Context: an optimization exercise on an open-source flow, tuned for small area, a short achievable clock period and few clock cycles. The choices shown serve that exercise and are no tape-out recipe. In this exercise RTL edits were held to simulation tests only and were not proved equivalent to the original. No activity file was given, so power comes from the tool's default toggle rates.

<file path="flow/run.sh">
#!/bin/bash
# synth_recipe.tcl (not shown) runs the flow's synth.tcl, then flattens the netlist and writes it again
# the make line also repeats each setting of config.mk as NAME=value (left out here)
make -C /OpenROAD-flow-scripts/flow DESIGN_CONFIG=/design/flow/config.mk WORK_HOME=/design/flow/orfs CLKGATE_MAP_FILE= SYNTH_SCRIPT=/design/flow/synth_recipe.tcl finish
</file>
<file path="flow/config.mk">
export PLATFORM = sky130hd
export DESIGN_NAME = cbor_item_head_parser_top
export DESIGN_NICKNAME = cbor_item_head_parser_top
export VERILOG_FILES = /design/flow/design.v
export SDC_FILE = /design/flow/constraint.sdc
export NUM_CORES = 4
export LEC_CHECK = 0
export CAP_MARGIN = 20
export CORE_MARGIN = 2
export CORE_UTILIZATION = 40
export SLEW_MARGIN = 20
</file>
<file path="flow/constraint.sdc">
create_clock -name core_clock -period 4.0 [get_ports {clock}]
set_input_delay 0.8000 -clock core_clock [delete_from_list [all_inputs] [get_ports {clock}]]
set_output_delay 0.8000 -clock core_clock [all_outputs]
set_load 0.01 [all_outputs]
</file>
<file path="flow/design.v">
package cihp_pkg;
   typedef enum logic [1:0] {
      KIND_HEAD    = 2'd0,
      KIND_PAYLOAD = 2'd1,
      KIND_ERROR   = 2'd2
   } kind_type;
   typedef enum logic [1:0] {
      ERR_BAD_INFO   = 2'd0,
      ERR_HEAD_TRUNC = 2'd1,
      ERR_PAY_TRUNC  = 2'd2
   } err_type;
   typedef enum logic [1:0] {
      PH_IDLE    = 2'd0,
      PH_EXT     = 2'd1,
      PH_PAYLOAD = 2'd2,
      PH_DROP    = 2'd3
   } phase_type;
   localparam int VALUE_W = 64;
   localparam int BYTE_W  = 8;
   localparam int MAJOR_W = 3;
   localparam int INFO_W  = 5;
   localparam int EXT_W   = 4;
   localparam logic [INFO_W-1:0] INFO_MASK  = 5'h1F;
   localparam logic [INFO_W-1:0] INFO_EXT_1 = 5'd24;
   localparam logic [INFO_W-1:0] INFO_EXT_2 = 5'd25;
   localparam logic [INFO_W-1:0] INFO_EXT_4 = 5'd26;
   localparam logic [INFO_W-1:0] INFO_EXT_8 = 5'd27;
   localparam logic [MAJOR_W-1:0] MAJ_BYTES = 3'd2;
   localparam logic [MAJOR_W-1:0] MAJ_TEXT  = 3'd3;
   localparam int Q_DEPTH = 4;
   localparam int Q_AW    = $clog2(Q_DEPTH);
   localparam int Q_CW    = $clog2(Q_DEPTH + 1);
   typedef struct packed {
      kind_type                 kind;
      logic [MAJOR_W-1:0]       major;
      logic [VALUE_W-1:0]       value;
      logic [BYTE_W-1:0]        pbyte;
      err_type                  ecode;
      logic                     done;
      logic                     two;
   } rec_type;
   localparam int REC_W = 2 + MAJOR_W + VALUE_W + BYTE_W + 2 + 1 + 1;
endpackage
module cihp_front (
   input  logic                         clock,
   input  logic                         reset,
   input  logic                         accept,
   input  logic [cihp_pkg::BYTE_W-1:0]  byte_in,
   input  logic                         final_byte,
   output logic                         rec_push,
   output cihp_pkg::rec_type            rec
);
   cihp_pkg::phase_type            phase_ff;
   cihp_pkg::phase_type            phase_in;
   logic [cihp_pkg::MAJOR_W-1:0]   major_ff, major_in;
   logic [cihp_pkg::EXT_W-1:0]     ext_left_ff, ext_left_in;
   logic [cihp_pkg::VALUE_W-1:0]   accum_ff, accum_in;
   logic [cihp_pkg::VALUE_W-1:0]   pay_left_ff, pay_left_in;
   logic [cihp_pkg::INFO_W-1:0]    info;
   logic [cihp_pkg::MAJOR_W-1:0]   fin_major;
   logic [cihp_pkg::VALUE_W-1:0]   fin_value;
   logic                 need_pay;
   logic                 ext_last;
   logic                 pay_last;
   always_comb begin
      info      = byte_in[cihp_pkg::INFO_W-1:0] & cihp_pkg::INFO_MASK;
      fin_major = (phase_ff == cihp_pkg::PH_IDLE) ? byte_in[cihp_pkg::BYTE_W-1:cihp_pkg::INFO_W] : major_ff;
      fin_value = (phase_ff == cihp_pkg::PH_IDLE) ? {{(cihp_pkg::VALUE_W-cihp_pkg::INFO_W){1'b0}}, info}
                                        : {accum_ff[cihp_pkg::VALUE_W-cihp_pkg::BYTE_W-1:0], byte_in};
      need_pay  = ((fin_major == cihp_pkg::MAJ_BYTES) || (fin_major == cihp_pkg::MAJ_TEXT))
                  && (fin_value != '0);
      ext_last  = (ext_left_ff == cihp_pkg::EXT_W'(1));
      pay_last  = (pay_left_ff == cihp_pkg::VALUE_W'(1));
   end
   always_comb begin
      phase_in    = phase_ff;
      major_in    = major_ff;
      ext_left_in = ext_left_ff;
      accum_in    = accum_ff;
      pay_left_in = pay_left_ff;
      case (phase_ff)
         cihp_pkg::PH_IDLE: begin
            major_in = fin_major;
            if (info < cihp_pkg::INFO_EXT_1) begin
               pay_left_in = fin_value;
               phase_in    = (need_pay && !final_byte) ? cihp_pkg::PH_PAYLOAD : cihp_pkg::PH_IDLE;
            end else if ((info >= cihp_pkg::INFO_EXT_1) && (info <= cihp_pkg::INFO_EXT_8)) begin
               ext_left_in = cihp_pkg::EXT_W'(1) << info[1:0];
               accum_in    = '0;
               phase_in    = final_byte ? cihp_pkg::PH_IDLE : cihp_pkg::PH_EXT;
            end else begin
               phase_in = final_byte ? cihp_pkg::PH_IDLE : cihp_pkg::PH_DROP;
            end
         end
         cihp_pkg::PH_EXT: begin
            accum_in    = fin_value;
            ext_left_in = ext_left_ff - cihp_pkg::EXT_W'(1);
            if (ext_last) begin
               pay_left_in = fin_value;
               phase_in    = (need_pay && !final_byte) ? cihp_pkg::PH_PAYLOAD : cihp_pkg::PH_IDLE;
            end else if (final_byte) begin
               phase_in = cihp_pkg::PH_IDLE;
            end
         end
         cihp_pkg::PH_PAYLOAD: begin
            pay_left_in = pay_left_ff - cihp_pkg::VALUE_W'(1);
            if (pay_last || final_byte) begin
               phase_in = cihp_pkg::PH_IDLE;
            end
         end
         cihp_pkg::PH_DROP: begin
            if (final_byte) begin
               phase_in = cihp_pkg::PH_IDLE;
            end
         end
         default: begin
            phase_in = cihp_pkg::PH_IDLE;
         end
      endcase
   end
   always_comb begin
      rec_push  = 1'b0;
      rec.kind  = cihp_pkg::KIND_HEAD;
      rec.major = fin_major;
      rec.value = '0;
      rec.pbyte = '0;
      rec.ecode = cihp_pkg::ERR_BAD_INFO;
      rec.done  = 1'b0;
      rec.two   = 1'b0;
      case (phase_ff)
         cihp_pkg::PH_IDLE: begin
            if (info < cihp_pkg::INFO_EXT_1) begin
               rec_push  = accept;
               rec.value = fin_value;
               rec.done  = !need_pay;
               rec.two   = need_pay && final_byte;
            end else if ((info >= cihp_pkg::INFO_EXT_1) && (info <= cihp_pkg::INFO_EXT_8)) begin
               rec_push  = accept && final_byte;
               rec.kind  = cihp_pkg::KIND_ERROR;
               rec.ecode = cihp_pkg::ERR_HEAD_TRUNC;
            end else begin
               rec_push  = accept;
               rec.kind  = cihp_pkg::KIND_ERROR;
               rec.ecode = cihp_pkg::ERR_BAD_INFO;
            end
         end
         cihp_pkg::PH_EXT: begin
            if (ext_last) begin
               rec_push  = accept;
               rec.value = fin_value;
               rec.done  = !need_pay;
               rec.two   = need_pay && final_byte;
            end else begin
               rec_push  = accept && final_byte;
               rec.kind  = cihp_pkg::KIND_ERROR;
               rec.ecode = cihp_pkg::ERR_HEAD_TRUNC;
            end
         end
         cihp_pkg::PH_PAYLOAD: begin
            rec_push  = accept;
            rec.kind  = cihp_pkg::KIND_PAYLOAD;
            rec.pbyte = byte_in;
            rec.done  = pay_last;
            rec.two   = !pay_last && final_byte;
         end
         default: begin
            rec_push = 1'b0;
         end
      endcase
   end
   always_ff @(posedge clock) begin
      if (reset) begin
         phase_ff    <= cihp_pkg::PH_IDLE;
         major_ff    <= '0;
         ext_left_ff <= '0;
         accum_ff    <= '0;
         pay_left_ff <= '0;
      end else if (accept) begin
         phase_ff    <= phase_in;
         major_ff    <= major_in;
         ext_left_ff <= ext_left_in;
         accum_ff    <= accum_in;
         pay_left_ff <= pay_left_in;
      end
   end
endmodule
module cihp_queue (
   input  logic               clock,
   input  logic               reset,
   input  logic               push,
   input  cihp_pkg::rec_type  wr_rec,
   output logic               full,
   input  logic               pop,
   output cihp_pkg::rec_type  rd_rec,
   output logic               empty
);
   logic [cihp_pkg::REC_W-1:0] entry_ff [0:cihp_pkg::Q_DEPTH-1];
   logic [cihp_pkg::Q_AW-1:0]      wr_ptr_ff, wr_ptr_in;
   logic [cihp_pkg::Q_AW-1:0]      rd_ptr_ff, rd_ptr_in;
   logic [cihp_pkg::Q_CW-1:0]      count_ff, count_in;
   always_comb begin
      full      = (count_ff == cihp_pkg::Q_CW'(cihp_pkg::Q_DEPTH));
      empty     = (count_ff == '0);
      wr_ptr_in = wr_ptr_ff + cihp_pkg::Q_AW'(push);
      rd_ptr_in = rd_ptr_ff + cihp_pkg::Q_AW'(pop);
      count_in  = count_ff + cihp_pkg::Q_CW'(push) - cihp_pkg::Q_CW'(pop);
      rd_rec    = entry_ff[rd_ptr_ff];
   end
   always_ff @(posedge clock) begin
      if (reset) begin
         wr_ptr_ff <= '0;
         rd_ptr_ff <= '0;
         count_ff  <= '0;
      end else begin
         wr_ptr_ff <= wr_ptr_in;
         rd_ptr_ff <= rd_ptr_in;
         count_ff  <= count_in;
      end
   end
   always_ff @(posedge clock) begin
      if (push) begin
         entry_ff[wr_ptr_ff] <= wr_rec;
      end
   end
endmodule
module cihp_back (
   input  logic                           clock,
   input  logic                           reset,
   input  cihp_pkg::rec_type              q_rec,
   input  logic                           q_empty,
   output logic                           q_pop,
   output logic                           rsp_empty,
   input  logic                           rsp_pop,
   output logic [1:0]                     rsp_kind,
   output logic [cihp_pkg::MAJOR_W-1:0]   rsp_major_type,
   output logic [cihp_pkg::VALUE_W-1:0]   rsp_head_value,
   output logic [cihp_pkg::BYTE_W-1:0]    rsp_payload_byte,
   output logic [1:0]                     rsp_error_code,
   output logic                           rsp_item_done,
   output logic                           rsp_run_end
);
   logic                 valid_ff, valid_in;
   logic                 pend_ff, pend_in;
   cihp_pkg::kind_type             kind_ff;
   cihp_pkg::kind_type             kind_in;
   logic [cihp_pkg::MAJOR_W-1:0]   major_ff, major_in;
   logic [cihp_pkg::VALUE_W-1:0]   value_ff, value_in;
   logic [cihp_pkg::BYTE_W-1:0]    pbyte_ff, pbyte_in;
   cihp_pkg::err_type              ecode_ff;
   cihp_pkg::err_type              ecode_in;
   logic                 done_ff, done_in;
   logic                 run_end_ff, run_end_in;
   logic                 load;
   always_comb begin
      load       = !valid_ff || rsp_pop;
      q_pop      = load && !pend_ff && !q_empty;
      valid_in   = valid_ff;
      pend_in    = pend_ff;
      kind_in    = kind_ff;
      major_in   = major_ff;
      value_in   = value_ff;
      pbyte_in   = pbyte_ff;
      ecode_in   = ecode_ff;
      done_in    = done_ff;
      run_end_in = run_end_ff;
      if (load) begin
         if (pend_ff) begin
            valid_in   = 1'b1;
            pend_in    = 1'b0;
            kind_in    = cihp_pkg::KIND_ERROR;
            value_in   = '0;
            pbyte_in   = '0;
            ecode_in   = cihp_pkg::ERR_PAY_TRUNC;
            done_in    = 1'b0;
            run_end_in = 1'b1;
         end else if (!q_empty) begin
            valid_in   = 1'b1;
            pend_in    = q_rec.two;
            kind_in    = q_rec.kind;
            major_in   = q_rec.major;
            value_in   = q_rec.value;
            pbyte_in   = q_rec.pbyte;
            ecode_in   = q_rec.ecode;
            done_in    = q_rec.done;
            run_end_in = !q_rec.two;
         end else begin
            valid_in = 1'b0;
         end
      end
   end
   always_ff @(posedge clock) begin
      if (reset) begin
         valid_ff <= 1'b0;
         pend_ff  <= 1'b0;
      end else begin
         valid_ff <= valid_in;
         pend_ff  <= pend_in;
      end
   end
   always_ff @(posedge clock) begin
      kind_ff    <= kind_in;
      major_ff   <= major_in;
      value_ff   <= value_in;
      pbyte_ff   <= pbyte_in;
      ecode_ff   <= ecode_in;
      done_ff    <= done_in;
      run_end_ff <= run_end_in;
   end
   assign rsp_empty        = !valid_ff;
   assign rsp_kind         = kind_ff;
   assign rsp_major_type   = major_ff;
   assign rsp_head_value   = value_ff;
   assign rsp_payload_byte = pbyte_ff;
   assign rsp_error_code   = ecode_ff;
   assign rsp_item_done    = done_ff;
   assign rsp_run_end      = run_end_ff;
endmodule
module cbor_item_head_parser_top (
   input  logic                           clock,
   input  logic                           reset,
   input  logic                           req_push,
   output logic                           req_full,
   input  logic [cihp_pkg::BYTE_W-1:0]    req_byte_in,
   input  logic                           req_final_byte,
   output logic                           rsp_empty,
   input  logic                           rsp_pop,
   output logic [1:0]                     rsp_kind,
   output logic [cihp_pkg::MAJOR_W-1:0]   rsp_major_type,
   output logic [cihp_pkg::VALUE_W-1:0]   rsp_head_value,
   output logic [cihp_pkg::BYTE_W-1:0]    rsp_payload_byte,
   output logic [1:0]                     rsp_error_code,
   output logic                           rsp_item_done,
   output logic                           rsp_run_end
);
   logic      accept;
   logic      rec_push;
   cihp_pkg::rec_type   wr_rec;
   cihp_pkg::rec_type   rd_rec;
   logic      q_full;
   logic      q_empty;
   logic      q_pop;
   assign req_full = q_full;
   assign accept   = req_push && !q_full;
   cihp_front u_front (
      .clock      (clock),
      .reset      (reset),
      .accept     (accept),
      .byte_in    (req_byte_in),
      .final_byte (req_final_byte),
      .rec_push   (rec_push),
      .rec        (wr_rec)
   );
   cihp_queue u_queue (
      .clock  (clock),
      .reset  (reset),
      .push   (rec_push),
      .wr_rec (wr_rec),
      .full   (q_full),
      .pop    (q_pop),
      .rd_rec (rd_rec),
      .empty  (q_empty)
   );
   cihp_back u_back (
      .clock            (clock),
      .reset            (reset),
      .q_rec            (rd_rec),
      .q_empty          (q_empty),
      .q_pop            (q_pop),
      .rsp_empty        (rsp_empty),
      .rsp_pop          (rsp_pop),
      .rsp_kind         (rsp_kind),
      .rsp_major_type   (rsp_major_type),
      .rsp_head_value   (rsp_head_value),
      .rsp_payload_byte (rsp_payload_byte),
      .rsp_error_code   (rsp_error_code),
      .rsp_item_done    (rsp_item_done),
      .rsp_run_end      (rsp_run_end)
   );
endmodule
</file>
==> notes.md <==
[cell usage after synthesis (7+ instances only)]
| master | count | area (um^2) |
|---|---|---|
| o31ai_1 | 11 | 82.58 |
| mux2i_1 | 7 | 70.07 |
| and2_1 | 79 | 494.2 |
| buf_1 | 12 | 45.04 |
| dfxtp_1 | 138 | 2763 |
| edfxtp_1 | 401 | 12040 |
| a21oi_1 | 109 | 545.5 |
| nor2_1 | 67 | 251.5 |
| ha_1 | 8 | 100.1 |
| a31oi_1 | 9 | 56.30 |
| nor4_1 | 38 | 237.7 |
| nand3_1 | 79 | 395.4 |
| nand4_1 | 11 | 68.82 |
| and3_1 | 75 | 469.2 |
| inv_1 | 21 | 78.83 |
| a22oi_1 | 16 | 120.1 |
| o211ai_1 | 11 | 82.58 |
| nand2_1 | 144 | 540.5 |
| clkbuf_1 | 96 | 360.4 |
| or4_1 | 20 | 150.1 |
| nor3_1 | 41 | 205.2 |
| or3_1 | 13 | 81.33 |
| a32o_1 | 9 | 90.09 |
| mux4_2 | 80 | 1802 |
| o21ai_0 | 54 | 270.3 |
[critical path: cells and delay by family (launching register included)]
kind,cells,cell delay (ns)
and+or+nand+nor,5,2.51
DFF,1,0.38
AOI/OAI and AO/OA,1,0.18
[logic make-up after synthesis]
family / share of synthesized area
AOI/OAI and AO/OA: 0.07646
DFF: 0.6642
muxes: 0.08550
xor gates and xnor gates: 0.002358
buffers and inverters: 0.02279
and+or+nand+nor: 0.1433
adders and majority gates: 0.005390
[power breakdown]
group          switching, mW  total [mW]  internal [mW]
Clock                   2.11        4.87           2.76
Combinational           2.33        4.45           2.12
Sequential             0.399        7.56           7.16
Total                   4.84        16.9           12.0
[per-stage QoR]
| step | hold slack, ns | power (mW) | utilization | setup slack (ns) | instances |
|---|---|---|---|---|---|
| after CTS | 0.4725 | 17.07 | 0.4744 | 0.8819 | 2549 |
| final | 0.4740 | 16.88 | 0.4744 | 0.8637 | 2549 |
| after global routing | 0.5063 | 17.65 | 0.4744 | 0.6555 | 2549 |
| after detailed placement | 0.4614 | 12.20 | 0.4436 | 0.4250 | 2448 |
| after global placement | 0.4539 | 12.13 | 0.4436 | 0.4727 | 2448 |
| after floorplan | 0.4332 | 10.23 | - | 0.0008953 | 1653 |
[registers in the layout (all words and copies together) (netlist names)]
signal and count:
u_back.value_ff 64, u_back.major_ff 3, u_front.ext_left_ff 4, u_front.phase_ff 2
u_back.done_ff 1, u_front.pay_left_ff 64, u_front.major_ff 3, u_back.run_end_ff 1
u_back.valid_ff 1, u_queue.rd_ptr_ff 2, u_queue.entry_ff 320, u_back.ecode_ff 2
u_back.pbyte_ff 8, u_queue.count_ff 3, u_back.pend_ff 1, u_front.accum_ff 56
u_queue.wr_ptr_ff 2, u_back.kind_ff 2
[area by class of cell]
class | count | share of cell area
repair buffers | 159 | 0.05946
flip-flops and latches | 539 | 0.5668
multi-input cells | 980 | 0.2699
clock inverters | 27 | 0.008856
well taps | 748 | 0.03581
clock buffers | 74 | 0.05611
inverters | 22 | 0.003160
[routing by layer]
| layer | share of wire | vias to the layer above | global-route usage |
|---|---|---|---|
| met2 | 0.48 | 506 | 0.3111 |
| met4 | 0.029 | 0 | 0.06494 |
| met5 | 0 | - | 0 |
| met1 | 0.44 | 7297 | 0.2613 |
| li1 | - | 6600 | - |
| met3 | 0.059 | 109 | 0.03192 |
[worst paths after layout]
path / cells past startpoint / end / slack (ns) / start
min: 2 / u_front.pay_left_ff[39] / 0.47 / u_front.pay_left_ff[39]
min reg2reg: 2 / u_front.pay_left_ff[39] / 0.47 / u_front.pay_left_ff[39]
max reg2reg: 6 / u_front.pay_left_ff[49] / 0.86 / u_front.pay_left_ff[4]
max: 6 / u_front.pay_left_ff[49] / 0.86 / u_front.pay_left_ff[4]
==> flow_summary.toml <==
[clocking]
ctsLongestPathBuffers = 3
post-cts-setup-buffers = 0
path_clk_slew_ns = 0.07
clk_sinks = 539
clk-insertion-delay-late_ns = 0.62
htree_num_levels = 2
tritoncts.num_buffers = 54
cts.repair.resized = 0
cts_hold_repair.buffers = 0
cts_tree = "yes"
cts-root-buf = "clkbuf_16"

[timing]
grt_setup_unrepaired = "false"
period_minus_slack_ns = 3.136
final_setup_fails = 0
timing_max_transition_violations_final = 0
tightest_slew_ns = 0.9616
finClkSkew_ns = 0.02484
totalNegativeSetupSlack_ns = 0
slew_limit_headroom = 0.3530
final_hold_viol_count = 0
layout_worst_path_cycle_share = 0.7841
fmax_ghz = 0.3189

[grt]
grt-ovfl-total = 0
grt_max_degree = 77
first_global_vias = 14240
grt_pass1_wl_um = 84600
grt_util_all_layers = 0.1913
antenna_found_initial = 0

[placed_design]
portBuffers = 95
place_hpwl_um = 34860
post_placement_cell_area_um2 = 24440
gpl.final_weighted_congestion = 0.8766

[floorplanning]
chipWidth_um = 240.1
start_util = 0.4045
design.die.area_um2 = 57620
placementRows = 86
pin_count = 96
floorplan.die.height_um = 240.1
core_region_area_um2 = 55090

[hold_path]
timing.hold.worst.class = "reg2reg"

[power]
power_density_nw_per_um2 = 645.9
leakagePower_nw = 8.770
power.ir.vdd_worst_mv = 0.3619

[drt]
drt-initial-drc-count = 1196
drt_pass1_iterations = 5
drcViolationCount = 0
route.detailed.vias_per_inst = 5.693
via_count = 14510
avgRoutedWirePerCell_um = 21.49
antenna_left = 0
wirelength_um = 54770

[yosys]
synth_sequential_area_ratio = 0.6642
synth_fp_nets = 1675
postSynth.asyncResetShare = 0
synthDistinctLibCells = 66
synth-warning-count = 3
dominant_synthesized_flop_cell = "edfxtp_1"
syn_avg_cell_area_um2 = 13.48
synth-seq-cells = 539
post_synthesis_cells = 1653
syn_area_um2 = 22290
synth-edff-count = 401

[worst_setup_path]
cp_data_arrival_time_ns = 3.67
timing.setup.critical_path_class = "reg2reg"
timing.critical_path.cells = "nor4_1 > nand2_1 > nor2_1 > nand4_1 > or3_1 > a31oi_1"
setup.worst_path.end_class = "flop"
required_time_of_the_critical_path_ns = 4.54
cp_max_fo = 9
highest_delay_cell_along_the_critical_path = "nor4_1"
timing.critical_path.from_type = "flop"
worst_path_largest_cell_delay_ns = 0.85

[layout]
leading_cell_type_in_the_layout_fill_and_taps_excluded = "edfxtp_1"
final_layout_size_suffix_gt1_frac = 0.1416
postLayoutCellArea_um2 = 26140
multi_input_area_um2 = 7053
area.sequential_um2 = 14810
final_cell_mix = "edfxtp_1, nand2_1, dfxtp_1, a21oi_1, clkdlybuf4s50_1"
fillers = 4892
fin_nets = 1778
flow.area_growth_from_synthesis_pct = 17.27
antennaDiodeCount = 0

[run_status]
status = "complete, no violations"

[job]
max_cap_viol_count = 0
Testbench counts, summed over its fixed seeds: cycles 24,017.

-- port drivers added, routing unchanged --
No port has a modelled driver above. Below, the same layout with a new extraction and two added sets of constraints.
Step 1, drivers: a clkbuf_16 drives clock and a buf_2 each remaining input, both assumed.
Step 2 also shifts input and output timing later by t, the mid clock arrival at the registers, as if the neighbouring blocks saw the same clock.
Three values: ideal ports, drivers, drivers and shift; two values: the first two.
t, ns: 0.659
setup WS [ns]: 0.864 / 0.864 / 0.426
worst register clock-pin slew, ns: 0.07 / 0.07
cell pins on the clock port's net: 1
After both steps setup and hold are still met in this run. For this run, drivers alone change the setup slack by 0.000 ns; drivers and shift together by -0.438 ns.
